From an optimization exercise on the open Yosys and OpenROAD flow, aimed at small area, a short achievable clock period and few clock cycles; shortcuts taken in it are not production practice. Function was checked by simulation only, so behaviour that the tests miss may differ from the original. Power and IR drop assume default switching activity.

## sobelEdgeTop
module sobelEdgeTop #(
	parameter int imageWidth   = 16,
	parameter int imageHeight  = 12,
	parameter int screenWidth  = 20,
	parameter int screenHeight = 14,
	localparam int addrWidth = $clog2(imageWidth * imageHeight),
	localparam int xWidth    = $clog2(screenWidth),
	localparam int yWidth    = $clog2(screenHeight)
) (
	input  logic                      clock,
	input  logic                      resetApp,
	input  logic                      loadValid,
	input  logic [addrWidth-1:0]      loadAddr,
	input  sobelPkg::grayT                      loadData,
	input  sobelPkg::viewModeT                  viewMode,
	input  logic [sobelPkg::thresholdCount-1:0] thresholdSelect,
	output logic                      pixelValid,
	input  logic                      pixelReady,
	output logic [xWidth-1:0]         pixelX,
	output logic [yWidth-1:0]         pixelY,
	output sobelPkg::rgbT                       pixelData
);
Size in the first run: ~5000 cells after synthesis, roughly 55 I/O pins, about 62000 µm² of cells after synthesis.
Settings: LEC_CHECK=0, CAP_MARGIN=20, CORE_MARGIN=2, CORE_UTILIZATION=55, CTS_CLUSTER_DIAMETER=60, CTS_CLUSTER_SIZE=30, SETUP_SLACK_MARGIN=3.95, SLEW_MARGIN=20, SYNTH_HIERARCHICAL=1; clock period 6.5 ns.
run.sh (not shown) runs the stock make flow with config.mk's settings and CLKGATE_MAP_FILE= SYNTH_SCRIPT=/design/flow/synth_recipe.tcl, a recipe that flattens the netlist after the stock synthesis.
The starting point finished with timing, DRC and antenna clean.
Testbench counts at the start, summed over its fixed seeds: cycles 38,760.
Then changed:
--- a/flow/config.mk
+++ b/flow/config.mk
@@ -10,4 +10,4 @@
-export CORE_UTILIZATION = 55
-export CTS_CLUSTER_DIAMETER = 60
-export CTS_CLUSTER_SIZE = 30
-export SETUP_SLACK_MARGIN = 3.95
+export CORE_UTILIZATION = 50
+export CTS_CLUSTER_DIAMETER = 100
+export CTS_CLUSTER_SIZE = 26
+export SETUP_SLACK_MARGIN = 3.8
Now the flow completed and failed the layout checks on slew limit.
Non-clock buffer count went down by 69.
Total power went down by 14%.
Routed wire length went down by 5.9%.
Fmax is about the same.
Sequential share of layout area went up by 2.3 points.
Cell area went down by 4.5%.
Via count went down by 3.1%.
Final cell count went down by 1.1%.
Then changed:
--- a/flow/config.mk
+++ b/flow/config.mk
@@ -12,2 +12,2 @@
-export CTS_CLUSTER_SIZE = 26
-export SETUP_SLACK_MARGIN = 3.8
+export CTS_CLUSTER_SIZE = 28
+export SETUP_SLACK_MARGIN = 3.85
Effect: Now the flow completed with no timing, DRC or antenna violations; fmax drops by 2.8%; synthesized area stays the same; critical path depth fell by 8.
Then changed:
--- a/flow/config.mk
+++ b/flow/config.mk
@@ -12,2 +12,2 @@
-export CTS_CLUSTER_SIZE = 28
-export SETUP_SLACK_MARGIN = 3.85
+export CTS_CLUSTER_SIZE = 26
+export SETUP_SLACK_MARGIN = 3.9
Effect: Global-route usage went up by 0.30 points; die area stays the same; utilization went up by 0.56 points; synthesized cell count stays the same; clock skew went down by 0.012 ns; design area went up by 0.99%; routed wire length went up by 1.0%; sequential cell count is unchanged.
Then changed:
--- a/flow/config.mk
+++ b/flow/config.mk
@@ -11,3 +11,3 @@
-export CTS_CLUSTER_DIAMETER = 100
-export CTS_CLUSTER_SIZE = 26
-export SETUP_SLACK_MARGIN = 3.9
+export CTS_CLUSTER_DIAMETER = 60
+export CTS_CLUSTER_SIZE = 30
+export SETUP_SLACK_MARGIN = 3.85
Clock-buffer cell count increases by 74. Sequential share of layout area decreases by 1.7 points. Via count increases by about 0.9%. Utilization increases by 2.0 points. Worst setup slack is better by 0.055 ns. Final area increases by about 3.5%. Final cell count increases by about 2%.


## north
Another version of the RTL of sobelEdgeTop (not shown whole).
Size in the first run: roughly 4700 cells after synthesis, about 1700 flip-flops, ~55 I/O pins, ~0.061 sq mm of cells after synthesis.
// sobelEdgeTop
module sobelEdgeTop #(
	parameter int imageWidth   = 16,
	parameter int imageHeight  = 12,
	parameter int screenWidth  = 20,
	parameter int screenHeight = 14,
	localparam int addrWidth = $clog2(imageWidth * imageHeight),
	localparam int xWidth    = $clog2(screenWidth),
	localparam int yWidth    = $clog2(screenHeight)
) (
	input  logic                      clock,
	input  logic                      resetApp,
	input  logic                      loadValid,
	input  logic [addrWidth-1:0]      loadAddr,
	input  sobelPkg::grayT                      loadData,
	input  sobelPkg::viewModeT                  viewMode,
	input  logic [sobelPkg::thresholdCount-1:0] thresholdSelect,
	output logic                      pixelValid,
	input  logic                      pixelReady,
	output logic [xWidth-1:0]         pixelX,
	output logic [yWidth-1:0]         pixelY,
	output sobelPkg::rgbT                       pixelData
);
make LEC_CHECK=0 CAP_MARGIN=20 CORE_MARGIN=2 CORE_UTILIZATION=60 SETUP_SLACK_MARGIN=3.7 SLEW_MARGIN=20 SYNTH_HIERARCHICAL=1 finish   # period 6.5 ns
north completed every stage of the flow, and the final layout passed the timing, design-rule and antenna checks.
Testbench counts of north, summed over its fixed seeds: cycles 38,640.
Modified inputs, south compared to north
# north
export LEC_CHECK = 0
export CAP_MARGIN = 20
export CORE_MARGIN = 2
export CORE_UTILIZATION = 60
export SETUP_SLACK_MARGIN = 3.7
export SLEW_MARGIN = 20
export SYNTH_HIERARCHICAL = 1
create_clock -name core_clock -period 6.5 [get_ports {clock}]
# south
export LEC_CHECK = 0
export CAP_MARGIN = 20
export CORE_MARGIN = 2
export CORE_UTILIZATION = 60
export CTS_BUF_LIST = sky130_fd_sc_hd__clkbuf_4 sky130_fd_sc_hd__clkbuf_8
export SETUP_SLACK_MARGIN = 3.9
export SLEW_MARGIN = 20
export SYNTH_HIERARCHICAL = 1
create_clock -name core_clock -period 6.5 [get_ports {clock}]
[summary]
south reports a lower proportion of cell area occupied by registers than north does.
The higher share of cell area taken by multi-input logic gates came out of north.
Of north and south, south shows the higher critical path depth, with north below it.
The lower share of the cycle needed by the critical path after routing of north and south is in north.
Relative to north, the data required time at the worst endpoint of south is higher by 150 ps.
On clock network contribution to total cell area, north and south are neck and neck.

[static timing again, ports no longer ideal]
In the flow no input, the clock included, has a driving cell. The finished layouts below were timed again as built, in two steps.
Step 1, drivers: a clkbuf_16 drives clock and a buf_2 each remaining input, both assumed.
Step 2 times the ports against the registers' clock, not the clock port: input delays grow and output delays shrink by t, the midpoint of the rising clock arrivals with the driver on.
a / b / c = no drivers / after step 1 / after step 2; a / b = the first two.
run | shift t [ns] | setup slack, ns | hold slack, ns
the first run of note 1 | 0.816 | 3.801 / 3.801 / 3.181 | 0.329 / 0.329 / 0.329
the second run of note 1 | 0.767 | 3.801 / 3.770 / 3.254 | 0.333 / 0.333 / 0.333
the third run of note 1 | 0.746 | 3.724 / 3.724 / 3.291 | 0.337 / 0.337 / 0.337
the fourth run of note 1 | 0.768 | 3.779 / 3.779 / 3.360 | 0.333 / 0.333 / 0.333
the fifth run of note 1 | 0.845 | 3.835 / 3.773 / 3.195 | 0.328 / 0.328 / 0.328
north | 0.821 | 2.800 / 2.800 / 2.600 | 0.424 / 0.424 / 0.424
south | 0.976 | 2.769 / 2.769 / 2.584 | 0.406 / 0.406 / 0.406
The setup slack of the fifth run of note 1, which loses most, moves by -0.062 ns with the drivers and by -0.640 ns with both steps.
